Context: an optimization exercise on an open-source flow, tuned for a short achievable clock period and few clock cycles. The choices shown serve that exercise and are no tape-out recipe. Function was checked by simulation only, so behaviour that the tests miss may differ from the original. No activity file was given, so power comes from the tool's default toggle rates.

$ cat design/flow/design.v
package cpu_pkg;
    typedef logic [15:0] word_t;
    typedef logic [7:0]  bank_t;
    typedef logic [23:0] addr_t;    
    typedef logic [2:0]  reg_idx_t;
    typedef enum logic [3:0] {
        OP_NOP     = 4'h0,
        OP_MOV     = 4'h1,
        OP_ADD     = 4'h2,
        OP_SUB     = 4'h3,
        OP_AND     = 4'h4,
        OP_OR      = 4'h5,
        OP_XOR     = 4'h6,
        OP_CMP     = 4'h7,
        OP_MOVI    = 4'h8,
        OP_MUL     = 4'h9,
        OP_JMPI    = 4'hA,
        OP_JMP     = 4'hB,
        OP_BRANCH  = 4'hC,
        OP_LOAD    = 4'hD,
        OP_STORE   = 4'hE,
        OP_SPECIAL = 4'hF
    } opcode_t;
    typedef struct packed {
        opcode_t    opcode;
        reg_idx_t   rd;
        reg_idx_t   rs;
        reg_idx_t   rt;
        logic [2:0] func;    
    } instr_r_t;
    typedef struct packed {
        opcode_t    opcode;
        logic [2:0] sel;     
        logic [8:0] imm;
    } instr_i_t;
    typedef union packed {
        instr_r_t r;
        instr_i_t i;
    } instr_u;
    typedef enum logic [2:0] {
        ALU_ADD, ALU_SUB, ALU_AND, ALU_OR, ALU_XOR, ALU_MUL, ALU_PASS
    } alu_op_t;
    localparam int FLAG_Z = 0;
    localparam int FLAG_N = 1;
    localparam int FLAG_C = 2;
    localparam int FLAG_V = 3;
    localparam logic [2:0] COND_EQ = 3'd0;
    localparam logic [2:0] COND_NE = 3'd1;
    localparam logic [2:0] COND_CS = 3'd2;
    localparam logic [2:0] COND_CC = 3'd3;
    localparam logic [2:0] COND_MI = 3'd4;
    localparam logic [2:0] COND_PL = 3'd5;
    localparam logic [2:0] COND_VS = 3'd6;
    localparam logic [2:0] COND_VC = 3'd7;
    localparam logic [2:0] FUNC_MOV_RR       = 3'd0;    
    localparam logic [2:0] FUNC_MOV_TO_DBR   = 3'd2;    
    localparam logic [2:0] FUNC_MOV_FROM_DBR = 3'd3;    
    localparam logic [2:0] FUNC_HALT         = 3'd6;
endpackage
`timescale 1ns/1ps
module nc_cpu_top #(
    parameter cpu_pkg::bank_t RESET_BANK      = 8'h01,
    parameter cpu_pkg::word_t RESET_OFFSET    = 16'h8000,
    parameter cpu_pkg::bank_t RESET_DATA_BANK = 8'h00
) (
    input  logic           clk,
    input  logic           reset_n,
    output logic           mem_valid,
    output logic           mem_we,
    output cpu_pkg::addr_t mem_addr,
    output cpu_pkg::word_t mem_wdata,
    input  logic           mem_ready,
    input  cpu_pkg::word_t mem_rdata,
    output logic           halted
);
    localparam int IC_N = 32;    
    localparam int IB   = 5;            
    localparam int DC_N = 4;     
    localparam int MUL_CYC = 3;  
    localparam int PF_W = 15;     
    localparam logic [15:0] RP2 = RESET_OFFSET + 16'd2;
    localparam int BMAX = IC_N - 1 - PF_W;    
    logic        bv, bwe, bfetch, bstale;
    logic [23:0] baddr;
    logic [15:0] bwdata;
    assign mem_valid = bv;
    assign mem_we    = bwe;
    assign mem_addr  = baddr;
    assign mem_wdata = bwdata;
    logic bus_done, bus_free;
    assign bus_done = bv && mem_ready;
    assign bus_free = !bv || mem_ready;
    logic [15:0] regs [8];
    logic [3:0]  flags;
    logic [7:0]  dbr;
    logic [15:0] fpc;       
    logic        pstop;     
    logic [15:0] ppc;       
    logic [5:0]  ahead;     
    logic [5:0]  back;      
    logic        fhit;      
    logic [15:0] cw;
    logic [IC_N-1:0] ic_v;
    logic [15-IB:0]  ic_tag [IC_N];    
    logic [15:0]     ic_d   [IC_N];
    logic        qv0, qv1;
    logic [15:0] qi0, qi1, qp0, qp1;
    logic [7:0]  qs0, qs1, qt0, qt1, qd0, qd1;    
    logic        dpend, dpwe;
    logic [23:0] dpaddr;
    logic [15:0] dpwdata;
    logic        ld_wait;   
    logic [DC_N-1:0] dc_v;
    logic [23:0]     dc_a [DC_N];
    logic [15:0]     dc_d [DC_N];
    logic [1:0]      dc_ptr;
    logic [3:0]  op;
    logic [2:0]  f_rd, f_rs, f_rt, f_fn, f_sel;
    logic [15:0] rs_val, rt_val, rd_val, imm_se;
    assign op     = qi0[15:12];
    assign f_rd   = qi0[11:9];
    assign f_rs   = qi0[8:6];
    assign f_rt   = qi0[5:3];
    assign f_fn   = qi0[2:0];
    assign f_sel  = qi0[11:9];
    always_comb begin
        rs_val = '0;
        rt_val = '0;
        rd_val = '0;
        for (int i = 0; i < 8; i++) begin
            rs_val = rs_val | (regs[i] & {16{qs0[i]}});
            rt_val = rt_val | (regs[i] & {16{qt0[i]}});
            rd_val = rd_val | (regs[i] & {16{qd0[i]}});
        end
    end
    assign imm_se = {{7{qi0[8]}}, qi0[8:0]};
    logic is_load, is_store, is_mem, is_halt, is_branch, is_jmp, is_jmpi;
    assign is_load   = (op == cpu_pkg::OP_LOAD);
    assign is_store  = (op == cpu_pkg::OP_STORE);
    assign is_mem    = is_load || is_store;
    assign is_halt   = (op == cpu_pkg::OP_SPECIAL) && (f_fn == cpu_pkg::FUNC_HALT);
    assign is_branch = (op == cpu_pkg::OP_BRANCH);
    assign is_jmp    = (op == cpu_pkg::OP_JMP);
    assign is_jmpi   = (op == cpu_pkg::OP_JMPI);
    logic cond_true;
    always_comb begin
        case (f_sel)
            cpu_pkg::COND_EQ: cond_true =  flags[cpu_pkg::FLAG_Z];
            cpu_pkg::COND_NE: cond_true = !flags[cpu_pkg::FLAG_Z];
            cpu_pkg::COND_CS: cond_true =  flags[cpu_pkg::FLAG_C];
            cpu_pkg::COND_CC: cond_true = !flags[cpu_pkg::FLAG_C];
            cpu_pkg::COND_MI: cond_true =  flags[cpu_pkg::FLAG_N];
            cpu_pkg::COND_PL: cond_true = !flags[cpu_pkg::FLAG_N];
            cpu_pkg::COND_VS: cond_true =  flags[cpu_pkg::FLAG_V];
            default:          cond_true = !flags[cpu_pkg::FLAG_V];
        endcase
    end
    logic        redir;
    logic [15:0] redir_pc;
    assign redir    = qv0 && ((is_branch && cond_true) || is_jmp || is_jmpi);
    assign redir_pc = is_jmp  ? rs_val :
                      is_jmpi ? {qp0[15:9], qi0[8:0]} : (qp0 + 16'd2 + imm_se);
    logic [1:0]  mcnt;
    logic        is_mul, mul_last;
    logic [15:0] ms, mc, mul_res;
    assign is_mul   = (op == cpu_pkg::OP_MUL);
    assign mul_last = (mcnt == 2'(MUL_CYC - 1));
    assign mul_res  = ms + mc;
    function automatic logic [31:0] csa(input logic [15:0] x, y, z);
        csa = {x ^ y ^ z, ((x & y) | (x & z) | (y & z)) << 1};
    endfunction
    logic [15:0] pp [16];
    logic [15:0] l1 [11];
    logic [15:0] l2 [8];
    logic [15:0] l3 [6];
    logic [15:0] m3 [6];     
    logic [15:0] l4 [4];
    logic [15:0] l5 [3];
    logic [15:0] mt_s, mt_c;
    always_comb begin
        for (int i = 0; i < 16; i++)
            pp[i] = rt_val[i] ? (rs_val << i) : 16'd0;
        for (int i = 0; i < 5; i++)
            {l1[2*i], l1[2*i+1]} = csa(pp[3*i], pp[3*i+1], pp[3*i+2]);
        l1[10] = pp[15];
        for (int i = 0; i < 3; i++)
            {l2[2*i], l2[2*i+1]} = csa(l1[3*i], l1[3*i+1], l1[3*i+2]);
        l2[6] = l1[9];
        l2[7] = l1[10];
        for (int i = 0; i < 2; i++)
            {l3[2*i], l3[2*i+1]} = csa(l2[3*i], l2[3*i+1], l2[3*i+2]);
        l3[4] = l2[6];
        l3[5] = l2[7];
        for (int i = 0; i < 2; i++)
            {l4[2*i], l4[2*i+1]} = csa(m3[3*i], m3[3*i+1], m3[3*i+2]);
        {l5[0], l5[1]} = csa(l4[0], l4[1], l4[2]);
        l5[2] = l4[3];
        {mt_s, mt_c} = csa(l5[0], l5[1], l5[2]);
    end
    always_ff @(posedge clk or negedge reset_n) begin
        if (!reset_n)
            mcnt <= 2'd0;
        else if (qv0 && is_mul && !mul_last)
            mcnt <= mcnt + 2'd1;
        else
            mcnt <= 2'd0;
    end
    always_ff @(posedge clk) begin
        if (mcnt == 2'd0)
            for (int i = 0; i < 6; i++)
                m3[i] <= l3[i];
        ms <= mt_s;
        mc <= mt_c;
    end
    logic        wr_en, set_zn, set_cv, dbr_wr;
    logic [15:0] res;
    logic        c_out, v_out;
    logic [16:0] sum, dif;
    assign sum = {1'b0, rs_val} + {1'b0, rt_val};
    assign dif = {1'b0, rs_val} - {1'b0, rt_val};
    always_comb begin
        wr_en  = 1'b0;
        set_zn = 1'b0;
        set_cv = 1'b0;
        dbr_wr = 1'b0;
        res    = rs_val;
        c_out  = 1'b0;
        v_out  = 1'b0;
        case (op)
            cpu_pkg::OP_MOV: begin
                case (f_fn)
                    cpu_pkg::FUNC_MOV_RR:       begin res = rs_val; wr_en = 1'b1; end
                    cpu_pkg::FUNC_MOV_FROM_DBR: begin res = {8'h00, dbr}; wr_en = 1'b1; end
                    cpu_pkg::FUNC_MOV_TO_DBR:   dbr_wr = 1'b1;
                    default: ;
                endcase
            end
            cpu_pkg::OP_ADD: begin
                res = sum[15:0]; c_out = sum[16]; wr_en = 1'b1; set_cv = 1'b1;
                v_out = (rs_val[15] == rt_val[15]) && (sum[15] != rs_val[15]);
            end
            cpu_pkg::OP_SUB, cpu_pkg::OP_CMP: begin
                res = dif[15:0]; c_out = dif[16]; set_cv = 1'b1;
                wr_en = (op == cpu_pkg::OP_SUB);
                set_zn = 1'b1;
                v_out = (rs_val[15] != rt_val[15]) && (dif[15] != rs_val[15]);
            end
            cpu_pkg::OP_AND:  begin res = rs_val & rt_val; wr_en = 1'b1; end
            cpu_pkg::OP_OR:   begin res = rs_val | rt_val; wr_en = 1'b1; end
            cpu_pkg::OP_XOR:  begin res = rs_val ^ rt_val; wr_en = 1'b1; end
            cpu_pkg::OP_MUL:  begin res = mul_res; wr_en = mul_last; end
            cpu_pkg::OP_MOVI: begin res = imm_se; wr_en = 1'b1; end
            default: ;
        endcase
        if (wr_en)
            set_zn = 1'b1;
    end
    logic [2:0] wr_idx;
    assign wr_idx = (op == cpu_pkg::OP_MOVI) ? f_sel : f_rd;
    logic [23:0] ls_addr;
    assign ls_addr = {dbr, rs_val};
    logic [DC_N-1:0] dc_hv;
    logic            dc_hit;
    logic [15:0]     dc_rd;
    always_comb begin
        dc_rd = '0;
        for (int i = 0; i < DC_N; i++) begin
            dc_hv[i] = dc_v[i] && (dc_a[i] == ls_addr);
            if (dc_hv[i])
                dc_rd = dc_rd | dc_d[i];
        end
        dc_hit = |dc_hv;
    end
    logic post_ok, ld_hit, post_raw, post, post_nw, ld_done, halt_now;
    assign post_ok  = !dpend || bus_free;
    assign ld_hit   = qv0 && is_load && !ld_wait && dc_hit;
    assign post_raw = qv0 && is_mem && !ld_wait && post_ok;
    assign post     = post_raw && !(is_load && dc_hit);
    assign post_nw  = qv0 && is_mem && !ld_wait && !(is_load && dc_hit);    
    assign ld_done  = bus_done && !bfetch && !bwe;
    assign halt_now = qv0 && is_halt && !dpend && bus_free && !halted;
    logic pop;
    always_comb begin
        pop = 1'b0;
        if (qv0) begin
            if (is_load)       pop = ld_hit || (ld_wait && ld_done);
            else if (is_store) pop = post;
            else if (is_halt)  pop = 1'b0;
            else if (is_mul)   pop = mul_last;
            else               pop = 1'b1;
        end
    end
    logic fill, in_fpc;
    assign fill   = bus_done && bfetch;
    assign in_fpc = bv && bfetch && (baddr[15:0] == fpc);
    logic        rdq, rdok;
    logic [9:0]  rdw;           
    logic [IB:0] rsum;
    logic [IB:1] ridx;
    logic        rw_v;
    logic [15-IB:0] rw_tag;
    logic [15:0] rw_d;
    assign rsum = qp0[IB:0] + (IB+1)'(2) + qi0[IB:0];
    assign ridx = is_jmp ? rs_val[IB:1] : (is_jmpi ? qi0[IB:1] : rsum[IB:1]);
    logic        fhit_e;
    logic [15:0] cw_e;
    assign fhit_e = rdq ? (rw_v && (rw_tag == {fpc[15:IB+1], fpc[0]})) : fhit;
    assign cw_e   = rdq ? rw_d : cw;
    logic        c_arrive, f_arrive, arrive;
    logic [15:0] w;
    assign c_arrive = fhit_e && !qv1 && !redir && !halted && !pstop;
    assign f_arrive = !fhit_e && mem_ready && in_fpc && !qv1 && !redir && !halted && !pstop;
    assign arrive   = c_arrive || f_arrive;
    assign w        = fhit_e ? cw_e : mem_rdata;
    logic [7:0] w_rs, w_rt, w_rd;
    assign w_rs = 8'd1 << w[8:6];
    assign w_rt = 8'd1 << w[5:3];
    assign w_rd = 8'd1 << w[11:9];
    logic w_halt;
    assign w_halt = (w[15:12] == cpu_pkg::OP_SPECIAL) && (w[2:0] == cpu_pkg::FUNC_HALT);
    logic [15:0]   fpc_inc, fpc_inc_n, redir_inc;
    logic [IC_N-1:0] foh, foh_n;
    assign redir_inc = redir_pc + 16'd2;
    logic           hit_inc, oh_v;
    logic [15:0]    cw_inc, oh_d;
    logic [15-IB:0] oh_tag;
    always_comb begin
        oh_v   = |(ic_v & foh);
        oh_tag = '0;
        oh_d   = '0;
        for (int i = 0; i < IC_N; i++) begin
            oh_tag = oh_tag | (ic_tag[i] & {(16-IB){foh[i]}});
            oh_d   = oh_d   | (ic_d[i]   & {16{foh[i]}});
        end
        if (fill && (baddr[15:0] == fpc_inc)) begin
            hit_inc = 1'b1;
            cw_inc  = mem_rdata;
        end else begin
            hit_inc = oh_v && (oh_tag == {fpc_inc[15:IB+1], fpc_inc[0]});
            cw_inc  = oh_d;
        end
    end
    logic [15:0] fpc_n, cw_n;
    logic        pstop_n, hit_n;
    always_comb begin
        fpc_n     = fpc;
        fpc_inc_n = fpc_inc;
        foh_n     = foh;
        pstop_n   = pstop;
        if (fhit_e) begin
            hit_n = 1'b1;
            cw_n  = cw_e;
        end else if (fill && (baddr[15:0] == fpc)) begin
            hit_n = 1'b1;
            cw_n  = mem_rdata;
        end else begin
            hit_n = 1'b0;
            cw_n  = cw_e;
        end
        if (redir) begin
            fpc_inc_n = redir_inc;
            foh_n     = IC_N'(1) << redir_inc[IB:1];
            fpc_n   = redir_pc;
            pstop_n = 1'b0;
            hit_n   = 1'b0;
        end else if (arrive) begin
            fpc_n     = fpc_inc;
            fpc_inc_n = fpc_inc + 16'd2;
            foh_n     = {foh[IC_N-2:0], foh[IC_N-1]};
            pstop_n   = w_halt;
            hit_n     = hit_inc;
            cw_n      = cw_inc;
        end
    end
    logic signed [10:0] rd_db;
    always_comb begin
        if (is_jmpi)
            rd_db = 11'(signed'({2'b00, qi0[8:0]})) - 11'(signed'({2'b00, qp0[8:0]}));
        else
            rd_db = 11'(signed'({{2{qi0[8]}}, qi0[8:0]})) + 11'sd2;
        rd_db = rd_db - (qv1 ? 11'sd4 : 11'sd2);
    end
    logic signed [10:0] rd_ahead, rd_back;
    logic               rd_in;
    assign rd_ahead = 11'(signed'({5'b0, ahead})) - 11'(signed'(rdw));
    assign rd_back  = 11'(signed'({5'b0, back}))  + 11'(signed'(rdw));
    assign rd_in    = rdok && !rd_ahead[10] && !rd_back[10];
    logic [5:0]  ahead_e, back_e;
    logic [15:0] ppc_e;
    assign ahead_e = !rdq ? ahead : (rd_in ? rd_ahead[5:0] : 6'd0);
    assign back_e  = !rdq ? back  : (rd_in ? rd_back[5:0]  : 6'd0);
    assign ppc_e   = (rdq && !rd_in) ? fpc : ppc;
    logic missing, pf_ok;
    assign missing = !rdq && (ahead != 6'd0) && !fhit && !in_fpc;
    assign pf_ok   = !rdq && !pstop && !halted && !redir && !missing &&
                     (ahead < 6'(PF_W)) && !((ahead == 6'd0) && fhit);
    logic iss;
    assign iss = bus_free && !dpend && !post_nw && pf_ok;
    logic [15:0] ppc_inc;
    logic [5:0]  ahead_inc, ahead_dec, back_inc;
    assign ppc_inc   = ppc + 16'd2;
    assign ahead_inc = ahead + 6'd1;
    assign ahead_dec = ahead_e - 6'd1;
    assign back_inc  = (back_e == 6'(BMAX)) ? back_e : back_e + 6'd1;
    logic [15:0] ppc_n;
    logic [5:0]  ahead_n, back_n;
    always_comb begin
        ppc_n   = ppc_e;
        ahead_n = ahead_e;
        back_n  = back_e;
        if (missing) begin
            ppc_n   = fpc;
            ahead_n = 6'd0;
            back_n  = 6'd0;
        end else if (!redir) begin
            if (iss)
                ppc_n = ppc_inc;
            else if (arrive && (ahead_e == 6'd0))
                ppc_n = fpc_inc;
            if (arrive) begin
                back_n = back_inc;
                if (ahead_e != 6'd0)
                    ahead_n = iss ? ahead : ahead_dec;
                else
                    ahead_n = iss ? ahead_inc : ahead_e;
            end else if (iss) begin
                ahead_n = ahead_inc;
            end
        end
    end
    always_ff @(posedge clk or negedge reset_n) begin
        if (!reset_n) begin
            bv      <= 1'b0;
            bwe     <= 1'b0;
            bfetch  <= 1'b0;
            dpend   <= 1'b0;
            ld_wait <= 1'b0;
            fpc     <= RESET_OFFSET;
            fpc_inc <= RESET_OFFSET + 16'd2;
            foh     <= IC_N'(1) << RP2[IB:1];
            ppc     <= RESET_OFFSET;
            ahead   <= 6'd0;
            back    <= 6'd0;
            pstop   <= 1'b0;
            fhit    <= 1'b0;
            rdq     <= 1'b0;
            ic_v    <= '0;
            dc_v    <= '0;
            dc_ptr  <= '0;
            qv0     <= 1'b0;
            qv1     <= 1'b0;
            halted  <= 1'b0;
            for (int i = 0; i < 8; i++)
                regs[i] <= '0;
            flags   <= '0;
            dbr     <= RESET_DATA_BANK;
        end else begin
            fpc     <= fpc_n;
            fpc_inc <= fpc_inc_n;
            foh     <= foh_n;
            pstop <= pstop_n;
            fhit  <= hit_n;
            rdq   <= redir;
            ppc   <= ppc_n;
            ahead <= ahead_n;
            back  <= back_n;
            if (fill)
                ic_v[baddr[IB:1]] <= 1'b1;
            if (bus_free) begin
                if (halted || halt_now) begin
                    bv <= 1'b0;
                end else if (dpend) begin
                    bv     <= 1'b1;
                    bwe    <= dpwe;
                    bfetch <= 1'b0;
                end else if (post) begin
                    bv     <= 1'b1;
                    bwe    <= is_store;
                    bfetch <= 1'b0;
                end else if (iss) begin
                    bv     <= 1'b1;
                    bwe    <= 1'b0;
                    bfetch <= 1'b1;
                end else begin
                    bv     <= 1'b0;
                end
            end
            if (post && (dpend || !bus_free))
                dpend <= 1'b1;
            else if (bus_free)
                dpend <= 1'b0;
            if (post && is_load)
                ld_wait <= 1'b1;
            else if (ld_done)
                ld_wait <= 1'b0;
            if (halt_now)
                halted <= 1'b1;
            if (post && is_store) begin
                if (dc_hit) begin
                    for (int i = 0; i < DC_N; i++)
                        if (dc_hv[i])
                            dc_v[i] <= 1'b1;
                end else begin
                    dc_v[dc_ptr] <= 1'b1;
                    dc_ptr       <= dc_ptr + 2'd1;
                end
            end else if (qv0 && is_load && ld_wait && ld_done) begin
                dc_v[dc_ptr] <= 1'b1;
                dc_ptr       <= dc_ptr + 2'd1;
            end
            if (redir) begin
                qv0 <= 1'b0;
                qv1 <= 1'b0;
            end else begin
                case ({pop, arrive})
                    2'b10: begin
                        qv0 <= qv1;
                        qv1 <= 1'b0;
                    end
                    2'b11: begin
                        qv0 <= 1'b1;
                        qv1 <= qv1;
                    end
                    2'b01: begin
                        if (qv0) qv1 <= 1'b1;
                        else     qv0 <= 1'b1;
                    end
                    default: ;
                endcase
            end
            if (qv0 && !is_mem) begin
                for (int i = 0; i < 8; i++)
                    if (wr_en && qd0[i])
                        regs[i] <= res;
                if (set_zn) begin
                    flags[cpu_pkg::FLAG_Z] <= (res == 16'd0);
                    flags[cpu_pkg::FLAG_N] <= res[15];
                end
                if (set_cv) begin
                    flags[cpu_pkg::FLAG_C] <= c_out;
                    flags[cpu_pkg::FLAG_V] <= v_out;
                end
                if (dbr_wr)
                    dbr <= rs_val[7:0];
            end
            if (ld_hit) begin
                for (int i = 0; i < 8; i++)
                    if (qd0[i])
                        regs[i] <= dc_rd;
                flags[cpu_pkg::FLAG_Z] <= (dc_rd == 16'd0);
                flags[cpu_pkg::FLAG_N] <= dc_rd[15];
            end else if (qv0 && is_load && ld_wait && ld_done) begin
                for (int i = 0; i < 8; i++)
                    if (qd0[i])
                        regs[i] <= mem_rdata;
                flags[cpu_pkg::FLAG_Z] <= (mem_rdata == 16'd0);
                flags[cpu_pkg::FLAG_N] <= mem_rdata[15];
            end
        end
    end
    always_ff @(posedge clk) begin
        cw <= cw_n;
        if (fill && (baddr[IB:1] == ridx)) begin
            rw_v   <= 1'b1;
            rw_tag <= {baddr[15:IB+1], baddr[0]};
            rw_d   <= mem_rdata;
        end else begin
            rw_v   <= ic_v[ridx];
            rw_tag <= ic_tag[ridx];
            rw_d   <= ic_d[ridx];
        end
        if (redir) begin
            rdw  <= rd_db[10:1];
            rdok <= !is_jmp && !rd_db[0];
        end
        if (bus_done && bfetch) begin
            ic_tag[baddr[IB:1]] <= {baddr[15:IB+1], baddr[0]};
            ic_d[baddr[IB:1]]   <= mem_rdata;
        end
        if (bus_free && !(halted || halt_now)) begin
            if (dpend) begin
                baddr  <= dpaddr;
                bwdata <= dpwdata;
            end else if (post) begin
                baddr  <= ls_addr;
                bwdata <= rd_val;
            end else if (iss) begin
                baddr  <= {RESET_BANK, ppc};
            end
        end
        if (post && (dpend || !bus_free)) begin
            dpwe    <= is_store;
            dpaddr  <= ls_addr;
            dpwdata <= rd_val;
        end
        if (post && is_store) begin
            if (dc_hit) begin
                for (int i = 0; i < DC_N; i++)
                    if (dc_hv[i])
                        dc_d[i] <= rd_val;
            end else begin
                dc_a[dc_ptr] <= ls_addr;
                dc_d[dc_ptr] <= rd_val;
            end
        end else if (qv0 && is_load && ld_wait && ld_done) begin
            dc_a[dc_ptr] <= baddr;
            dc_d[dc_ptr] <= mem_rdata;
        end
        case ({pop, arrive})
            2'b10: begin
                qi0 <= qi1;
                qp0 <= qp1;
                qs0 <= qs1;
                qt0 <= qt1;
                qd0 <= qd1;
            end
            2'b11: begin
                if (qv1) begin
                    qi0 <= qi1;
                    qp0 <= qp1;
                    qs0 <= qs1;
                    qt0 <= qt1;
                    qd0 <= qd1;
                    qi1 <= w;
                    qp1 <= fpc;
                    qs1 <= w_rs;
                    qt1 <= w_rt;
                    qd1 <= w_rd;
                end else begin
                    qi0 <= w;
                    qp0 <= fpc;
                    qs0 <= w_rs;
                    qt0 <= w_rt;
                    qd0 <= w_rd;
                end
            end
            2'b01: begin
                if (qv0) begin
                    qi1 <= w;
                    qp1 <= fpc;
                    qs1 <= w_rs;
                    qt1 <= w_rt;
                    qd1 <= w_rd;
                end else begin
                    qi0 <= w;
                    qp0 <= fpc;
                    qs0 <= w_rs;
                    qt0 <= w_rt;
                    qd0 <= w_rd;
                end
            end
            default: ;
        endcase
    end
endmodule
$ cat design/flow/flow/run.sh
#!/bin/bash
set -euo pipefail
bash standard.sh SETUP_SLACK_MARGIN=7 finish > standard.log 2>&1
$ cat design/flow/standard.sh
#!/bin/bash
# synth_recipe.tcl (not shown) runs the flow's synth.tcl, then flattens the netlist and writes it again
# the make line also repeats each setting of config.mk as NAME=value (left out here)
make -C /OpenROAD-flow-scripts/flow DESIGN_CONFIG=/design/flow/config.mk WORK_HOME=/design/flow/orfs CLKGATE_MAP_FILE= SYNTH_SCRIPT=/design/flow/synth_recipe.tcl "${@:-finish}"
$ cat design/flow/config.mk
export PLATFORM = sky130hd
export DESIGN_NAME = nc_cpu_top
export DESIGN_NICKNAME = nc_cpu_top
export VERILOG_FILES = /design/flow/design.v
export SDC_FILE = /design/flow/constraint.sdc
export NUM_CORES = 4
export LEC_CHECK = 0
export ABC_CLOCK_PERIOD_IN_PS = 3000
export CAP_MARGIN = 20
export CORE_MARGIN = 2
export CORE_UTILIZATION = 50
export PLACE_DENSITY = 0.65
export SLEW_MARGIN = 20
export TNS_END_PERCENT = 10
$ cat design/flow/constraint.sdc
create_clock -name core_clock -period 11.0 [get_ports {clk}]
set_input_delay 2.2000 -clock core_clock [delete_from_list [all_inputs] [get_ports {clk}]]
set_output_delay 2.2000 -clock core_clock [all_outputs]
set_load 0.01 [all_outputs]
==> flow_summary.ini, run 1 <==
[routing]
postRouteAntennaNets = 0
wl_per_cell_um = 36.3
routed_wl_um = 332000
remaining_drc_errors = 0
drt-vias-per-instance = 7.17
drtIter0Drc = 12200
num_vias = 65600
firstDrtPassIters = 8

[power]
p_sw_mw = 3.88
ir_worst_vdd_v = 0.000225
internal-power_mw = 10.9
pwr-share-clk_pct = 40.4
seqPwrFrac_pct = 47.6
pwr-share-comb_pct = 12.0
power_density_mw_per_mm2 = 152
p_leak_nw = 34.8
switching_share_pct = 26.2

[yosys]
yosysTopAreaCell = edfxtp_1
synth.top_cell.area_share_pct = 47.2
synth_seq_area_share_pct = 57.1
syn_nets = 6706
synth_ff_type = edfxtp_1
synth_cell_types = 101
netlist_top_cells_area = edfxtp_1 47%, dfrtp_1 8.6%, mux4_2 6.0%
synthArstFlopShare_pct = 17.6
synthCells = 6432
synth-seq-cells = 1604
avgSynthCellArea_um2 = 12.6
synth_warnings = 9
synth_edf_count = 1274
synthesis.area_mm2 = 0.0811

[floorplanning]
start_util_pct = 50.5
core_area_mm2 = 0.161
die_h_um = 407
ios = 62
die_w_um = 407
rows = 147
die_area_mm2 = 0.165

[placement]
dpl.cell_count = 8421
portBuffers = 61
dpl.hpwl_um = 189000
place.gp.congestion = 0.968
place_area_mm2 = 0.0846

[run]
maxCapViolations = 0

[clocking]
root_buffer = clkbuf_16
ctsHoldBuffers = 0
cts_buffers = 169
clk_pin_slew_ns = 0.06
cts.sinks = 1604
tritoncts = built
cts_buffer_depth = 3
htree_levels = 4
clk_latency_ns = 0.84

[finish]
final_cell_area_mm2 = 0.0977
final_nets = 7122
multi_input_area_mm2 = 0.0345
n_fill_cell = 12400
fin_cells = 9154
seqCellArea_mm2 = 0.0464
area.growth.synth_to_final_pct = 20.4
drive_gt1_share_pct = 22.7

[critical_path]
critPathKind = reg -> reg
cp_max_fo = 16
r2r_cells = 18
required_ns = 11.70
crit_path_start_kind = flop
rrSetupSlack_ns = 6.65
worstSetupEndpointType = flop
worstPathArrival_ns = 5.05

[sta]
worstMarginPinSlew_ns = 1.33
fin_crit_ns = 4.35
report.final.hold_viol_count = 0
setup_viol = 0
rsz0062_at_grt = true
max_freq_ghz = 0.230
worst_clock_skew_ns = 0.0365
final.period_utilization_pct = 39.5
relSlewSlack_pct = 10.6
slew_violations = 0
final.setup.tns_ns = 0

[global_routing]
antenna_found_initial = 15
grt_pass1_vias = 62700
grt_pass1_wl_um = 460000
grt_max_degree = 85
grt_usage_pct = 39.4
grt_overflow_total = 0

[worst_hold_path]
hp-class = reg -> reg
holdPathStages = 0

[run_status]
status = complete, no violations
-- timing repair --
action | 4_1_cts | 5_1_grt
endpoints found under the setup margin | 1755 | 774
pin swaps | 120 | 135
setup buffers | 266 | 105
cloned | 38 | 7
resized for setup | 465 | 219
-- layer usage --
| layer | global-route usage (%) | vias up | wire [um] |
|---|---|---|---|
| met1 | 49.3 | 32000 | 111000 |
| met2 | 57.3 | 6092 | 140000 |
| met4 | 27.7 | 12 | 31200 |
| met5 | 0 | - | 145 |
| li1 | - | 25800 | - |
| met3 | 13.5 | 1740 | 50600 |
-- sequential cells by signal, indices dropped and copies added (netlist names), 24 cells and up, named ones only --
name,count
ic_v,32
dc_d,64
ic_d,512
ic_tag,352
dpaddr,24
baddr,24
foh,32
regs,128
dc_a,96
m3,46
-- cell families (layout without fill, tap and decap cells) --
group,count (synthesis),in the layout,share of synthesized area [%]
other cells,0,6,0
buf+inv,695,1239,3.54
compound gates,1673,1676,14.7
fa+ha+maj,256,256,4.79
mux,361,361,7.82
xor+xnor,268,268,2.89
flops,1604,1604,57.1
simple gates,1575,1584,9.17
-- placed cells by master, fill, tap and decap left out, types with 25 or more instances in the layout --
| master | netlist | layout |
|---|---|---|
| inv_1 | 246 | 224 |
| a21oi_2 | 3 | 51 |
| clkinv_1 | 3 | 32 |
| o21ai_1 | 15 | 26 |
| nor3_1 | 78 | 66 |
| o22ai_1 | 31 | 29 |
| o211ai_1 | 39 | 39 |
| buf_4 | 18 | 416 |
| mux4_2 | 215 | 215 |
| a21o_1 | 41 | 38 |
| nand2_1 | 481 | 465 |
| a31oi_1 | 31 | 25 |
| clkdlybuf4s50_1 | 0 | 51 |
| fa_1 | 91 | 87 |
| o21ai_0 | 178 | 142 |
| a221oi_1 | 107 | 98 |
| o22a_1 | 52 | 52 |
| a22oi_1 | 579 | 555 |
| mux2i_1 | 117 | 109 |
| nand3_1 | 107 | 102 |
| buf_12 | 0 | 74 |
| xnor2_1 | 202 | 193 |
| nor2_1 | 494 | 442 |
| dfxtp_1 | 47 | 42 |
| nor2_4 | 0 | 50 |
| buf_6 | 13 | 71 |
| clkbuf_16 | 0 | 179 |
| nand4_1 | 144 | 144 |
| nor4_1 | 49 | 43 |
| dfrtp_2 | 0 | 38 |
| mux2_2 | 28 | 28 |
| a22o_1 | 97 | 97 |
| and3_1 | 29 | 28 |
| o21bai_1 | 37 | 33 |
| dfrtp_1 | 278 | 240 |
| edfxtp_1 | 1274 | 1274 |
| a21oi_1 | 290 | 231 |
| ha_1 | 164 | 146 |
| xor2_1 | 66 | 66 |
-- power by group through the flow --
| stage | clock network [mW] | logic, mW | registers, mW |
|---|---|---|---|
| global route | 6.23 | 1.82 | 7.06 |
| floorplan | 0 | 0.598 | 7.18 |
| global placement | 0 | 1.29 | 7.18 |
| CTS | 5.99 | 1.65 | 7.04 |
| finish | 5.99 | 1.77 | 7.05 |
| detailed placement | 0 | 1.30 | 7.17 |
-- per-stage QoR --
| stage | utilization, % | hold slack [ns] | setup slack [ns] | power [mW] |
|---|---|---|---|---|
| after detailed placement | 52.7 | 0.327 | 3.94 | 8.47 |
| after global placement | 52.6 | 0.327 | 3.56 | 8.46 |
| after global routing | 60.8 | 0.363 | 6.56 | 15.1 |
| final | 60.8 | 0.349 | 6.65 | 14.8 |
| after CTS | 59.6 | 0.344 | 6.79 | 14.7 |
| after floorplan | - | 0.323 | 6.70 | 7.78 |
-- cell type report --
class	count	share of cell area [%]
well taps	2160	2.77
diodes	6	0.0154
repair inverters	1	0.00897
clock buffers	206	4.66
multi-input cells	4145	35.3
clock inverters	105	1.22
inverters	256	1.11
flip-flops and latches	1604	47.5
repair buffers	671	7.47
-- worst paths after layout --
check,from,end
setup / recovery,qs0[2],regs[7][14]
hold / removal,m3[0][0],ms[0]
setup reg to reg,qs0[2],regs[7][14]
hold reg to reg,m3[0][0],ms[0]
max in group asynchronous,reset_n,fpc[14]
min in group asynchronous,reset_n,regs[1][8]
-- critical path, cell delays in order, from the launching register on --
cell and delay [ns]:
edfxtp_1 0.35, buf_4 0.24, a22oi_1 0.24, nand4_2 0.13
buf_12 0.21, inv_12 0.14, ha_2 0.24, fa_2 0.25
nor2_1 0.06, o311a_1 0.37, o2111ai_2 0.24, a21oi_1 0.12
or3_1 0.35, a21oi_2 0.25, mux2i_2 0.30, a31oi_4 0.17
nor2_2 0.19, a21o_4 0.23, a21oi_2 0.08
-- Yosys cell counts, types with 39 or more instances --
cell,instances
mux4_2,215
xnor2_1,202
a22oi_1,579
o211ai_1,39
xor2_1,66
dfxtp_1,47
o21ai_0,178
buf_2,78
nor3_1,78
inv_1,246
o22a_1,52
edfxtp_1,1274
ha_1,164
dfrtp_1,278
fa_1,91
a21o_1,41
nor2_1,494
nand2_1,481
nand3_1,107
a221oi_1,107
nand4_1,144
nor4_1,49
a22o_1,97
clkbuf_1,284
buf_1,46
a21oi_1,290
mux2i_1,117
Testbench counts, summed over its fixed seeds: cycles 69,383.
==> inputs of run 2 (changes only) <==
--- a/design/flow/design.v
+++ b/design/flow/design.v
@@ -77,5 +77,5 @@
     localparam int IB   = 5;            
     localparam int DC_N = 4;     
-    localparam int MUL_CYC = 3;  
+    localparam int MUL_CYC = 2;  
     localparam int PF_W = 15;     
     localparam logic [15:0] RP2 = RESET_OFFSET + 16'd2;
@@ -163,8 +163,7 @@
     logic [1:0]  mcnt;
     logic        is_mul, mul_last;
-    logic [15:0] ms, mc, mul_res;
+    logic [15:0] mul_res;
     assign is_mul   = (op == cpu_pkg::OP_MUL);
     assign mul_last = (mcnt == 2'(MUL_CYC - 1));
-    assign mul_res  = ms + mc;
     function automatic logic [31:0] csa(input logic [15:0] x, y, z);
         csa = {x ^ y ^ z, ((x & y) | (x & z) | (y & z)) << 1};
@@ -197,4 +196,5 @@
         l5[2] = l4[3];
         {mt_s, mt_c} = csa(l5[0], l5[1], l5[2]);
+        mul_res = mt_s + mt_c;
     end
     always_ff @(posedge clk or negedge reset_n) begin
@@ -210,6 +210,4 @@
             for (int i = 0; i < 6; i++)
                 m3[i] <= l3[i];
-        ms <= mt_s;
-        mc <= mt_c;
     end
     logic        wr_en, set_zn, set_cv, dbr_wr;
==> run 2 against run 1 <==
  * Critical endpoint is now qd0[3]
  * Critical path type unchanged
  * Total power rose by 74%
  * Maximum frequency decreased by 1.2%
  * Non-clock buffer count fell by 44
  * First-iteration DRC count is 6.5% lower
==> flow_summary.ini, run 2 <==
[power]
power_density_mw_per_mm2 = 265
p_leak_nw = 34.9
ir_worst_vdd_v = 0.00115

[routing]
wl_per_cell_um = 35.3
drt-vias-per-instance = 7.11
remaining_drc_errors = 0
routed_wl_um = 323000
drtIter0Drc = 11400
firstDrtPassIters = 10
num_vias = 65000
postRouteAntennaNets = 0

[global_routing]
grt_max_degree = 150
grt_overflow_total = 0
grt_usage_pct = 37.9
grt_pass1_vias = 61600
antenna_found_initial = 6
grt_pass1_wl_um = 446000

[yosys]
synth_ff_type = edfxtp_1
synthArstFlopShare_pct = 17.9
netlist_top_cells_area = edfxtp_1 47%, dfrtp_1 8.6%, mux4_2 5.7%
synth_top_family_by_area = compound AO/OA/AOI/OAI gates
synthesis.area_mm2 = 0.0811
synth_cell_types = 106
synth-adder-area-share_pct = 4.79
yosysTopAreaCell = edfxtp_1
avgSynthCellArea_um2 = 12.5
synth.top_cell.area_share_pct = 47.2
synthSimpleGateAreaFrac_pct = 9.33
synth_xor_area_share_pct = 2.88
synth_seq_area_share_pct = 56.5
synth_mux_area_share_pct = 8.18
synth-seq-cells = 1579
syn_nets = 6757
synth_edf_count = 1274
synth_compound_area_share_pct = 14.7
post-synth-top-count-cell = edfxtp_1
synth_warnings = 9
synthTopCellsByCount = 1274 x edfxtp_1, 508 x a22oi_1, 484 x nand2_1
synthCells = 6483

[clocking]
ctsHoldBuffers = 0
cts.sinks = 1579
clk_latency_ns = 0.85
tritoncts = built
root_buffer = clkbuf_16
htree_levels = 4
cts_buffer_depth = 3
clk_pin_slew_ns = 0.06
cts_buffers = 166

[sta]
fin_crit_ns = 4.40
report.final.hold_viol_count = 0
final.setup.tns_ns = 0
max_freq_ghz = 0.227
relSlewSlack_pct = 8.75
rsz0062_at_grt = true
worstMarginPinSlew_ns = 1.36
worst_clock_skew_ns = 0.0418
final.period_utilization_pct = 40.0
setup_viol = 0
setup_ws_ns = 6.60
slew_violations = 0

[critical_path]
max_stage_delay_ns = 0.61
required_ns = 11.56
worstSetupEndpointType = flop
cp_max_fo = 21
critPathSlowestCell = dfxtp_4
r2r_cells = 13
crit_path_start_kind = flop
crit_end = qd0[3]
rrSetupSlack_ns = 6.60
cp_cell_sequence = buf_16 -> mux4_2 -> mux2_2 -> a22oi_1 -> nand3_1 -> xor2_1 -> nor4_2 -> a32o_2 -> buf_12 -> buf_4 -> mux2i_2 -> inv_2 -> o31ai_1
critPathKind = reg -> reg
worstPathArrival_ns = 4.96
timing.rr.end = qd0[3]

[finish]
area.growth.synth_to_final_pct = 20.0
drive_gt1_share_pct = 22.8
final_nets = 7110
layout_common_cells = 1274 x edfxtp_1, 473 x a22oi_1, 461 x nand2_1
final_cell_area_mm2 = 0.0973
largest_reg_flops = 512
layout_commonest_cell = edfxtp_1

[floorplanning]
die_w_um = 407
die_area_mm2 = 0.165
die_h_um = 407
core_area_mm2 = 0.161
rows = 147
start_util_pct = 50.4
ios = 62

[placement]
place.gp.congestion = 1.02
dpl.hpwl_um = 185000
place_area_mm2 = 0.0843
pre_cts_slack_ns = 4.33
portBuffers = 61

[run]
maxCapViolations = 0

[run_status]
status = complete, no violations

[worst_hold_path]
hp-class = reg -> reg
==> run 2: worst min-delay path by stage <==
stage	start	to	cells after the start
detailed placement	dc_v[1]	dc_v[1]	1
global route	dc_v[3]	dc_v[3]	1
floorplan	dbr[0]	dpaddr[16]	0
finish	dc_v[2]	dc_v[2]	1
global placement	dc_v[1]	dc_v[1]	1
CTS	dc_v[1]	dc_v[1]	1
==> run 2: kinds of logic after synthesis <==
kind of cell	count (synthesis)
AO/OA/AOI/OAI	1714
flip-flops	1579
AND/OR/NAND/NOR	1562
buffers and inverters	703
multiplexers	402
XOR/XNOR	267
adder cells (fa/ha/maj)	256
==> run 2: metrics by stage <==
step | hold slack [ns] | total power, mW | std cells | utilization (%)
after floorplan | 0.423 | 13.8 | 6483 | -
after global placement | 0.469 | 17.3 | 8442 | 52.4
after detailed placement | 0.471 | 17.5 | 8442 | 52.4
after CTS | 0.484 | 24.3 | 8977 | 58.7
after global routing | 0.524 | 26.6 | 9137 | 60.5
final | 0.496 | 25.8 | 9140 | 60.5
==> run 2: per-layer routing <==
metal	up-vias	track usage (%)	wire length, um
met2	5946	56.4	139000
li1	25700	-	-
met4	10	24.2	26900
met1	31700	48.0	109000
met5	-	0	63
met3	1606	12.1	47000
==> run 2: cell type report <==
class                   count  area [um^2]
diodes                      3         7.51
clock buffers             209         4450
clock inverters           100         1210
fillers                 12200        63500
inverters                 253         1080
multi-input cells        4209        35200
flip-flops and latches   1579        45800
well taps                2160         2700
repair buffers            627         6810
==> run 2: where the power goes <==
part           internal (mW)  total, mW  switching, mW
Clock                   3.35       5.87           2.52
Sequential              7.64       8.85           1.21
Combinational           4.39       11.1           6.73
==> run 2: critical path: cells and delay by family (launching register included) <==
family | cells | cell delay (ns)
AND/OR/NAND/NOR | 2 | 0.39
XOR/XNOR | 1 | 0.16
multiplexers | 3 | 1.31
flip-flops | 1 | 0.61
AO/OA/AOI/OAI | 3 | 0.91
buffers and inverters | 4 | 0.68
==> run 2: repair_timing <==
action | CTS | global route
setup endpoints to repair | 1717 | 1060
endpoints found under the hold margin | 0 | 0
cloned | 28 | 9
gates resized for setup | 400 | 332
pin swaps | 99 | 126
buffers inserted | 198 | 151
Testbench counts of run 2, summed over its fixed seeds: cycles 68,573.
==> inputs of run 3 (changes only) <==
--- a/design/flow/design.v
+++ b/design/flow/design.v
@@ -77,5 +77,5 @@
     localparam int IB   = 5;            
     localparam int DC_N = 4;     
-    localparam int MUL_CYC = 2;  
+    localparam int MUL_CYC = 3;  
     localparam int PF_W = 15;     
     localparam logic [15:0] RP2 = RESET_OFFSET + 16'd2;
@@ -163,7 +163,8 @@
     logic [1:0]  mcnt;
     logic        is_mul, mul_last;
-    logic [15:0] mul_res;
+    logic [15:0] ms, mc, mul_res;
     assign is_mul   = (op == cpu_pkg::OP_MUL);
     assign mul_last = (mcnt == 2'(MUL_CYC - 1));
+    assign mul_res  = ms + mc;
     function automatic logic [31:0] csa(input logic [15:0] x, y, z);
         csa = {x ^ y ^ z, ((x & y) | (x & z) | (y & z)) << 1};
@@ -196,5 +197,4 @@
         l5[2] = l4[3];
         {mt_s, mt_c} = csa(l5[0], l5[1], l5[2]);
-        mul_res = mt_s + mt_c;
     end
     always_ff @(posedge clk or negedge reset_n) begin
@@ -210,4 +210,6 @@
             for (int i = 0; i < 6; i++)
                 m3[i] <= l3[i];
+        ms <= mt_s;
+        mc <= mt_c;
     end
     logic        wr_en, set_zn, set_cv, dbr_wr;
@@ -372,4 +374,6 @@
     end
     logic signed [10:0] rd_db;
+    logic [15:0]        jd;       
+    logic               jd_fit;   
     always_comb begin
         if (is_jmpi)
@@ -377,5 +381,7 @@
         else
             rd_db = 11'(signed'({{2{qi0[8]}}, qi0[8:0]})) + 11'sd2;
-        rd_db = rd_db - (qv1 ? 11'sd4 : 11'sd2);
+        rd_db  = rd_db - (qv1 ? 11'sd4 : 11'sd2);
+        jd     = rs_val - fpc;
+        jd_fit = (jd[15:10] == 6'h00) || (jd[15:10] == 6'h3F);
     end
     logic signed [10:0] rd_ahead, rd_back;
@@ -391,12 +397,12 @@
     logic missing, pf_ok;
     assign missing = !rdq && (ahead != 6'd0) && !fhit && !in_fpc;
-    assign pf_ok   = !rdq && !pstop && !halted && !redir && !missing &&
-                     (ahead < 6'(PF_W)) && !((ahead == 6'd0) && fhit);
+    assign pf_ok   = !pstop && !halted && !redir && !missing &&
+                     (ahead_e < 6'(PF_W)) && !((ahead_e == 6'd0) && fhit_e);
     logic iss;
     assign iss = bus_free && !dpend && !post_nw && pf_ok;
     logic [15:0] ppc_inc;
     logic [5:0]  ahead_inc, ahead_dec, back_inc;
-    assign ppc_inc   = ppc + 16'd2;
-    assign ahead_inc = ahead + 6'd1;
+    assign ppc_inc   = ppc_e + 16'd2;
+    assign ahead_inc = ahead_e + 6'd1;
     assign ahead_dec = ahead_e - 6'd1;
     assign back_inc  = (back_e == 6'(BMAX)) ? back_e : back_e + 6'd1;
@@ -419,5 +425,5 @@
                 back_n = back_inc;
                 if (ahead_e != 6'd0)
-                    ahead_n = iss ? ahead : ahead_dec;
+                    ahead_n = iss ? ahead_e : ahead_dec;
                 else
                     ahead_n = iss ? ahead_inc : ahead_e;
@@ -569,6 +575,11 @@
         end
         if (redir) begin
-            rdw  <= rd_db[10:1];
-            rdok <= !is_jmp && !rd_db[0];
+            if (is_jmp) begin
+                rdw  <= jd[10:1];
+                rdok <= jd_fit && !jd[0];
+            end else begin
+                rdw  <= rd_db[10:1];
+                rdok <= !rd_db[0];
+            end
         end
         if (bus_done && bfetch) begin
@@ -584,5 +595,5 @@
                 bwdata <= rd_val;
             end else if (iss) begin
-                baddr  <= {RESET_BANK, ppc};
+                baddr  <= {RESET_BANK, ppc_e};
             end
         end
==> run 3 against run 2 <==
  * Total power fell by 36%
  * Largest cell class unchanged
  * Die area about the same
  * Global-route usage is 0.91 points higher
  * Critical endpoint is now flags[0]
  * Clock skew grew 0.020 ns
  * Routed wire length up 2.2%
  * Critical path depth rose by 6
  * Still clean on timing, DRC and antenna
  * First-iteration DRC count increased by 8.5%
  * Highest routed layer unchanged
==> flow_summary.ini, run 3 <==
[yosys]
synth-seq-cells = 1604
synth_seq_area_share_pct = 57.1
synth.top_cell.area_share_pct = 47.2
synth_mux_area_share_pct = 8.69
synthArstFlopShare_pct = 17.6
synthTopCellsByCount = 1274 x edfxtp_1, 549 x a22oi_1, 523 x nor2_1
syn_nets = 6725
synth_cell_types = 95
synth_warnings = 9
avgSynthCellArea_um2 = 12.6
synth_ff_type = edfxtp_1
synthesis.area_mm2 = 0.0811
synthSimpleGateAreaFrac_pct = 8.96
synth_edf_count = 1274
yosysTopAreaCell = edfxtp_1
synth-adder-area-share_pct = 5.05
synth_compound_area_share_pct = 14.0
post-synth-top-count-cell = edfxtp_1
synthCells = 6436
synth_xor_area_share_pct = 3.00
netlist_top_cells_area = edfxtp_1 47%, dfrtp_1 8.6%, mux4_2 6.1%
synth_top_family_by_area = compound AO/OA/AOI/OAI gates

[sta]
max_freq_ghz = 0.203
report.final.hold_viol_count = 0
setup_viol = 0
relSlewSlack_pct = 17.6
worst_clock_skew_ns = 0.0617
fin_crit_ns = 4.93
rsz0062_at_grt = true
final.setup.tns_ns = 0
slew_violations = 0
worstMarginPinSlew_ns = 1.20
final.period_utilization_pct = 44.8

[run_status]
status = complete, no violations

[placement]
place_area_mm2 = 0.0846
dpl.cell_count = 8414
portBuffers = 61
dpl.hpwl_um = 188000
place.gp.congestion = 0.981

[critical_path]
reg2reg_from = qt0[0]
path_delay_family = simple AND/OR/NAND/NOR gates
cp_cell_sequence = buf_12 -> buf_4 -> a22oi_1 -> nand4_1 -> buf_12 -> ha_4 -> fa_2 -> a211oi_4 -> o21ai_1 -> a21o_1 -> a32o_1 -> nand2_2 -> o2111ai_4 -> nor4b_4 -> nand4b_1 -> or4_4 -> or4_4 -> o311a_1 -> a21oi_1
cp_max_fo = 6
rrSetupSlack_ns = 6.07
critPathSlowestCell = or4_4
max_stage_delay_ns = 0.57
path_buf_inv = 3
critPathKind = reg -> reg
required_ns = 11.76
cp-startpoint = qt0[0]
crit_path_start_kind = flop
worstPathArrival_ns = 5.69
worstSetupEndpointType = flop

[clocking]
ctsHoldBuffers = 0
cts_buffer_depth = 3
clk_latency_ns = 0.87
htree_levels = 4
tritoncts = built
clk_pin_slew_ns = 0.07
root_buffer = clkbuf_16
cts.sinks = 1604
cts_buffers = 165

[finish]
drive_gt1_share_pct = 23.4
area.growth.synth_to_final_pct = 20.9
layout_commonest_cell = edfxtp_1
fin_cells = 9151
multi_input_area_mm2 = 0.0349
final_cell_area_mm2 = 0.0980
n_fill_cell = 12100
largest_reg_flops = 512
final_nets = 7137
seqCellArea_mm2 = 0.0463
layout_common_cells = 1274 x edfxtp_1, 516 x a22oi_1, 470 x nor2_1

[routing]
wl_per_cell_um = 36.0
firstDrtPassIters = 10
drt-vias-per-instance = 7.19
num_vias = 65800
postRouteAntennaNets = 0
routed_wl_um = 330000
drtIter0Drc = 12400
remaining_drc_errors = 0

[global_routing]
grt_overflow_total = 0
grt_max_degree = 80
grt_pass1_vias = 62000
grt_usage_pct = 38.8
antenna_found_initial = 12
grt_pass1_wl_um = 456000

[worst_hold_path]
holdCritStartpoint = m3[0][2]
hp-class = reg -> reg

[power]
p_leak_nw = 35.9
ir_worst_vdd_v = 0.000167
switching_share_pct = 30.0
pwr-share-clk_pct = 35.4
internal-power_mw = 11.6
seqPwrFrac_pct = 45.0
power_density_mw_per_mm2 = 169
p_sw_mw = 4.98
pwr-share-comb_pct = 19.6

[floorplanning]
die_w_um = 407
die_area_mm2 = 0.165
core_area_mm2 = 0.161
rows = 147
start_util_pct = 50.4
ios = 62
die_h_um = 407

[run]
maxCapViolations = 0
run 3: per-stage QoR:
step / hold WS (ns) / setup slack, ns / total power [mW] / util, %
5_1_grt: 0.354 / 6.04 / 16.9 / 60.9
4_1_cts: 0.346 / 6.22 / 16.3 / 59.5
2_1_floorplan: 0.323 / 6.24 / 8.94 / -
3_5_place_dp: 0.332 / 4.13 / 10.2 / 52.6
3_3_place_gp: 0.327 / 4.21 / 10.2 / 52.6
6_report: 0.345 / 6.07 / 16.6 / 60.9
run 3: power groups by stage:
stage	Combinational [mW]	Clock (mW)	Sequential, mW
after floorplan	1.42	0	7.53
after global placement	2.61	0	7.55
after detailed placement	2.65	0	7.55
after CTS	3.00	5.86	7.43
after global routing	3.38	6.10	7.47
final	3.25	5.87	7.45
run 3: timing repair:
item	CTS	global route
setup buffers	271	91
pin swaps	117	92
resized for setup	548	235
hold endpoints to repair	0	0
endpoints found under the setup margin	1804	1616
gates cloned	44	20
run 3: worst paths after layout:
path,endpoint,cells after the start
max,flags[0],19
min,ms[2],0
max reg2reg,flags[0],19
min reg2reg,ms[2],0
max in group asynchronous,dc_v[0],2
min in group asynchronous,ppc[5],1
run 3: area by class of cell:
cell class,instances,area share (%)
Antenna cell,6,0.0153
Clock buffer,202,4.47
Clock inverter,102,1.24
Inverter,238,1.03
Multi-Input combinational cell,4177,35.6
Sequential cell,1604,47.3
Tap cell,2160,2.76
Timing Repair Buffer,662,7.63
run 3: worst reg2reg max path, stage by stage (launching register included):
cell	delay [ns]
edfxtp_1	0.44
buf_12	0.17
buf_4	0.18
a22oi_1	0.21
nand4_1	0.18
buf_12	0.20
ha_4	0.19
fa_2	0.43
a211oi_4	0.29
o21ai_1	0.09
a21o_1	0.19
a32o_1	0.21
nand2_2	0.10
o2111ai_4	0.25
nor4b_4	0.35
nand4b_1	0.13
or4_4	0.57
or4_4	0.43
o311a_1	0.13
a21oi_1	0.14
run 3: kinds of logic after synthesis:
kind of cell             count (synthesis)
AO/OA/AOI/OAI                         1643
flip-flops                            1604
AND/OR/NAND/NOR                       1553
buffers and inverters                  666
multiplexers                           419
XOR/XNOR                               278
adder cells (fa/ha/maj)                273
run 3: layer usage:
metal	global-route usage (%)	share of wire [%]	vias to the layer above
met1	52.9	35	32300
met3	16.7	18	1412
li1	-	-	25700
met5	0.268	0.10	-
met2	53.0	40	6332
met4	18.8	6.6	22
Testbench counts of run 3, summed over its fixed seeds: cycles 67,234.
==> inputs of run 4 (changes only) <==
--- a/design/flow/design.v
+++ b/design/flow/design.v
@@ -77,5 +77,5 @@
     localparam int IB   = 5;            
     localparam int DC_N = 4;     
-    localparam int MUL_CYC = 3;  
+    localparam int MUL_CYC = 2;  
     localparam int PF_W = 15;     
     localparam logic [15:0] RP2 = RESET_OFFSET + 16'd2;
@@ -163,8 +163,7 @@
     logic [1:0]  mcnt;
     logic        is_mul, mul_last;
-    logic [15:0] ms, mc, mul_res;
+    logic [15:0] mul_res;
     assign is_mul   = (op == cpu_pkg::OP_MUL);
     assign mul_last = (mcnt == 2'(MUL_CYC - 1));
-    assign mul_res  = ms + mc;
     function automatic logic [31:0] csa(input logic [15:0] x, y, z);
         csa = {x ^ y ^ z, ((x & y) | (x & z) | (y & z)) << 1};
@@ -197,4 +196,5 @@
         l5[2] = l4[3];
         {mt_s, mt_c} = csa(l5[0], l5[1], l5[2]);
+        mul_res = mt_s + mt_c;
     end
     always_ff @(posedge clk or negedge reset_n) begin
@@ -210,13 +210,15 @@
             for (int i = 0; i < 6; i++)
                 m3[i] <= l3[i];
-        ms <= mt_s;
-        mc <= mt_c;
     end
     logic        wr_en, set_zn, set_cv, dbr_wr;
     logic [15:0] res;
-    logic        c_out, v_out;
+    logic        c_out, v_out, z_res;
     logic [16:0] sum, dif;
     assign sum = {1'b0, rs_val} + {1'b0, rt_val};
     assign dif = {1'b0, rs_val} - {1'b0, rt_val};
+    logic z_add, z_eq, z_mul;
+    assign z_add = ((rs_val ^ rt_val) == 16'((rs_val | rt_val) << 1));
+    assign z_eq  = (rs_val == rt_val);
+    assign z_mul = ((mt_s ^ mt_c) == 16'((mt_s | mt_c) << 1));
     always_comb begin
         wr_en  = 1'b0;
@@ -227,9 +229,10 @@
         c_out  = 1'b0;
         v_out  = 1'b0;
+        z_res  = (rs_val == 16'd0);
         case (op)
             cpu_pkg::OP_MOV: begin
                 case (f_fn)
                     cpu_pkg::FUNC_MOV_RR:       begin res = rs_val; wr_en = 1'b1; end
-                    cpu_pkg::FUNC_MOV_FROM_DBR: begin res = {8'h00, dbr}; wr_en = 1'b1; end
+                    cpu_pkg::FUNC_MOV_FROM_DBR: begin res = {8'h00, dbr}; wr_en = 1'b1; z_res = (dbr == 8'h00); end
                     cpu_pkg::FUNC_MOV_TO_DBR:   dbr_wr = 1'b1;
                     default: ;
@@ -237,18 +240,18 @@
             end
             cpu_pkg::OP_ADD: begin
-                res = sum[15:0]; c_out = sum[16]; wr_en = 1'b1; set_cv = 1'b1;
+                res = sum[15:0]; c_out = sum[16]; wr_en = 1'b1; set_cv = 1'b1; z_res = z_add;
                 v_out = (rs_val[15] == rt_val[15]) && (sum[15] != rs_val[15]);
             end
             cpu_pkg::OP_SUB, cpu_pkg::OP_CMP: begin
-                res = dif[15:0]; c_out = dif[16]; set_cv = 1'b1;
+                res = dif[15:0]; c_out = dif[16]; set_cv = 1'b1; z_res = z_eq;
                 wr_en = (op == cpu_pkg::OP_SUB);
                 set_zn = 1'b1;
                 v_out = (rs_val[15] != rt_val[15]) && (dif[15] != rs_val[15]);
             end
-            cpu_pkg::OP_AND:  begin res = rs_val & rt_val; wr_en = 1'b1; end
-            cpu_pkg::OP_OR:   begin res = rs_val | rt_val; wr_en = 1'b1; end
-            cpu_pkg::OP_XOR:  begin res = rs_val ^ rt_val; wr_en = 1'b1; end
-            cpu_pkg::OP_MUL:  begin res = mul_res; wr_en = mul_last; end
-            cpu_pkg::OP_MOVI: begin res = imm_se; wr_en = 1'b1; end
+            cpu_pkg::OP_AND:  begin res = rs_val & rt_val; wr_en = 1'b1; z_res = ((rs_val & rt_val) == 16'd0); end
+            cpu_pkg::OP_OR:   begin res = rs_val | rt_val; wr_en = 1'b1; z_res = ((rs_val | rt_val) == 16'd0); end
+            cpu_pkg::OP_XOR:  begin res = rs_val ^ rt_val; wr_en = 1'b1; z_res = z_eq; end
+            cpu_pkg::OP_MUL:  begin res = mul_res; wr_en = mul_last; z_res = z_mul; end
+            cpu_pkg::OP_MOVI: begin res = imm_se; wr_en = 1'b1; z_res = (qi0[8:0] == 9'd0); end
             default: ;
         endcase
@@ -538,5 +541,5 @@
                         regs[i] <= res;
                 if (set_zn) begin
-                    flags[cpu_pkg::FLAG_Z] <= (res == 16'd0);
+                    flags[cpu_pkg::FLAG_Z] <= z_res;
                     flags[cpu_pkg::FLAG_N] <= res[15];
                 end
==> run 4 against run 3 <==
  * Sequential power shrank 9.7%
  * First-iteration DRC count grew 2.4%
  * Largest cell class unchanged
  * Synthesized area grew 6.0%
  * Sequential share of layout area shrank 2.3 points
  * Clock skew grew 0.0080 ns
  * Maximum frequency grew 11%
==> flow_summary.ini, run 4 <==
[yosys]
avgSynthCellArea_um2 = 11.9
yosysTopAreaCell = edfxtp_1
post-synth-top-count-cell = edfxtp_1
synthTopCellsByCount = 1274 x edfxtp_1, 620 x nor2_1, 525 x nand2_1
synth_mux_area_share_pct = 8.44
synth_warnings = 9
synth_compound_area_share_pct = 15.9
synth_seq_area_share_pct = 53.3
synthSimpleGateAreaFrac_pct = 10.6
synth_top_family_by_area = compound AO/OA/AOI/OAI gates
synth_ff_type = edfxtp_1
synth.top_cell.area_share_pct = 44.5
synth_edf_count = 1274
synth-adder-area-share_pct = 4.87
synthArstFlopShare_pct = 17.9
netlist_top_cells_area = edfxtp_1 45%, dfrtp_1 8.1%, mux4_2 5.7%
synthesis.area_mm2 = 0.0860
synth-seq-cells = 1579
synth_xor_area_share_pct = 2.93
synthCells = 7231
synth_cell_types = 111
syn_nets = 7528

[run]
maxCapViolations = 0

[sta]
report.final.hold_viol_count = 0
final.setup.tns_ns = 0
worstMarginPinSlew_ns = 1.31
max_freq_ghz = 0.224
hold_ws_ns = 0.472
setup_viol = 0
worst_clock_skew_ns = 0.0697
final.period_utilization_pct = 40.5
rsz0062_at_grt = true
slew_violations = 0
relSlewSlack_pct = 12.7
fin_crit_ns = 4.46

[finish]
final_nets = 7800
largest_reg_flops = 512
layout_common_cells = 1274 x edfxtp_1, 567 x nor2_1, 509 x nand2_1
n_fill_cell = 13300
drive_gt1_share_pct = 22.1
area.growth.synth_to_final_pct = 18.6
final_cell_area_mm2 = 0.102
layout_commonest_cell = edfxtp_1

[clocking]
clk_latency_ns = 0.86
tritoncts = built
cts.sinks = 1579
htree_levels = 4
cts_buffer_depth = 3
cts_buffers = 170
root_buffer = clkbuf_16
clk_pin_slew_ns = 0.06

[floorplanning]
core_area_mm2 = 0.171
die_area_mm2 = 0.175
rows = 152
start_util_pct = 50.2
ios = 62
die_h_um = 419
die_w_um = 419

[critical_path]
required_ns = 11.66
cp_max_fo = 8
critPathKind = reg -> reg
worstPathArrival_ns = 5.12
worstSetupEndpointType = flop
crit_path_start_kind = flop

[power]
power_density_mw_per_mm2 = 136
p_leak_nw = 36.6
ir_worst_vdd_v = 0.000171
finalPower_mw = 13.9

[routing]
drt-vias-per-instance = 7.23
wl_per_cell_um = 35.7
routed_wl_um = 353000
remaining_drc_errors = 0
num_vias = 71500
drtIter0Drc = 12700
firstDrtPassIters = 10
postRouteAntennaNets = 0

[placement]
place.gp.congestion = 0.987
place_area_mm2 = 0.0892
dpl.hpwl_um = 204000
portBuffers = 61

[global_routing]
antenna_found_initial = 12
grt_max_degree = 100
grt_usage_pct = 39.0
grt_pass1_wl_um = 491000
grt_pass1_vias = 67800
grt_overflow_total = 0

[worst_hold_path]
hp-class = reg -> reg

[run_status]
status = complete, no violations
run 4: cell count changes after synthesis, moves of 29 or more:
cell	before	now
a211oi_1	22	138
a22oi_1	549	486
a22oi_2	0	31
buf_6	1	30
clkbuf_1	319	370
nand2_1	404	525
nor2_1	523	620
nor3_1	94	172
o21ai_0	213	242
run 4: what timing repair did:
item | 4_1_cts | 5_1_grt
setup buffers | 169 | 139
pin swaps | 101 | 186
hold buffers | 0 | 0
setup endpoints to repair | 1692 | 1653
gates resized for setup | 320 | 349
cloned | 33 | 19
run 4: layout make-up:
cell class | instances | area (um^2) | area share (%)
clock inverters | 110 | 1500 | 1.47
flip-flops and latches | 1579 | 45800 | 45.0
well taps | 2233 | 2790 | 2.74
multi-input cells | 4858 | 39500 | 38.7
inverters | 277 | 1140 | 1.12
repair buffers | 617 | 6660 | 6.53
clock buffers | 204 | 4510 | 4.43
diodes | 10 | 25.0 | 0.0245
run 4: cells by family (layout without fill, tap and decap cells):
kind of cell | after synthesis | in the layout
and+or+nand+nor | 1917 | 1926
other | 0 | 10
buffers and inverters | 806 | 1208
muxes | 440 | 440
AOI/OAI and AO/OA | 1923 | 1926
DFF | 1579 | 1579
adders and majority gates | 280 | 280
xor gates and xnor gates | 286 | 286
run 4: layer usage:
| layer | share of wire [%] | GRT usage (%) | vias to the layer above | routed length, um |
|---|---|---|---|---|
| met5 | 0.079 | 0 | - | 277 |
| met3 | 14 | 12.0 | 1787 | 50800 |
| li1 | - | - | 28400 | - |
| met2 | 43 | 57.8 | 6389 | 150000 |
| met1 | 34 | 49.7 | 34800 | 121000 |
| met4 | 8.6 | 24.8 | 16 | 30200 |
run 4: report_power, final:
group          internal (mW)  switching (mW)  total [mW]
clock network           3.56            2.60        6.16
logic                  0.337           0.642       0.979
registers               6.62           0.107        6.73
run 4: final timing paths:
path                         start          to  slack [ns]  cells after the start
min reg2reg                mcnt[0]     mcnt[0]        0.47                      1
max in group asynchronous  reset_n  regs[2][7]        7.39                      3
min in group asynchronous  reset_n      dbr[0]        1.32                      1
max reg2reg                 qs0[4]  regs[3][8]        6.54                     18
max                         qs0[4]  regs[3][8]        6.54                     18
min                        mcnt[0]     mcnt[0]        0.47                      1
run 4: stage by stage:
| step | utilization (%) | setup slack (ns) | instances |
|---|---|---|---|
| 2_1_floorplan | - | 6.72 | 7231 |
| 3_3_place_gp | 52.1 | 4.79 | 9203 |
| 3_5_place_dp | 52.1 | 4.71 | 9203 |
| 4_1_cts | 57.8 | 6.65 | 9719 |
| 5_1_grt | 59.5 | 6.52 | 9881 |
| 6_report | 59.6 | 6.54 | 9888 |
run 4: critical path, cell delays in order, from the launching register on:
cell and delay [ns]:
edfxtp_1 0.47, buf_12 0.19, a22oi_2 0.13, nand4_1 0.26
buf_12 0.24, buf_6 0.13, fa_2 0.42, a21oi_4 0.15
o21ai_2 0.08, a21o_1 0.23, a2111oi_4 0.42, buf_4 0.19
nor2_2 0.04, a221o_1 0.33, a221o_4 0.55, nor2_4 0.15
nor3_2 0.05, a21oi_1 0.16, a21oi_1 0.09
Testbench counts of run 4, summed over its fixed seeds: cycles 66,501.

re-timing with driven ports:
The flow's constraints put no driver on any port. The routed layouts listed below were extracted and timed again, unchanged, in two steps.
Step 1 (the two cells are an assumption about what drives the block):
set clk [get_ports {clk}]
set_driving_cell -lib_cell sky130_fd_sc_hd__clkbuf_16 $clk
set_driving_cell -lib_cell sky130_fd_sc_hd__buf_2 [delete_from_list [all_inputs] $clk]
Step 2 adds t to the input delays and takes it off the output delays; t is the mean of the earliest and latest rising clock arrival at the registers after step 1. Input paths then give back, and output paths get back, about the clock's delay inside the block.
Slacks: no drivers / after step 1 / after step 2; pairs: no drivers / after step 1.
run | t, ns | setup slack, ns | worst setup path at the end | clock arrival spread, ns | worst data-port slew with drivers (ns)
run 1 | 0.913 | 6.652 / 6.652 / 5.825 | input to register | 0.049 / 0.049 | 0.18
run 2 | 0.902 | 6.601 / 6.601 / 6.184 | input to register | 0.042 / 0.042 | 0.06
run 3 | 0.910 | 6.067 / 6.067 / 5.458 | input to register | 0.071 / 0.071 | 0.06
run 4 | 0.910 | 6.543 / 6.543 / 6.127 | input to register | 0.069 / 0.070 | 0.12
After both steps setup and hold are still met in every run listed. For run 1, which loses most, drivers alone change the setup slack by 0.000 ns; drivers and shift together by -0.827 ns.
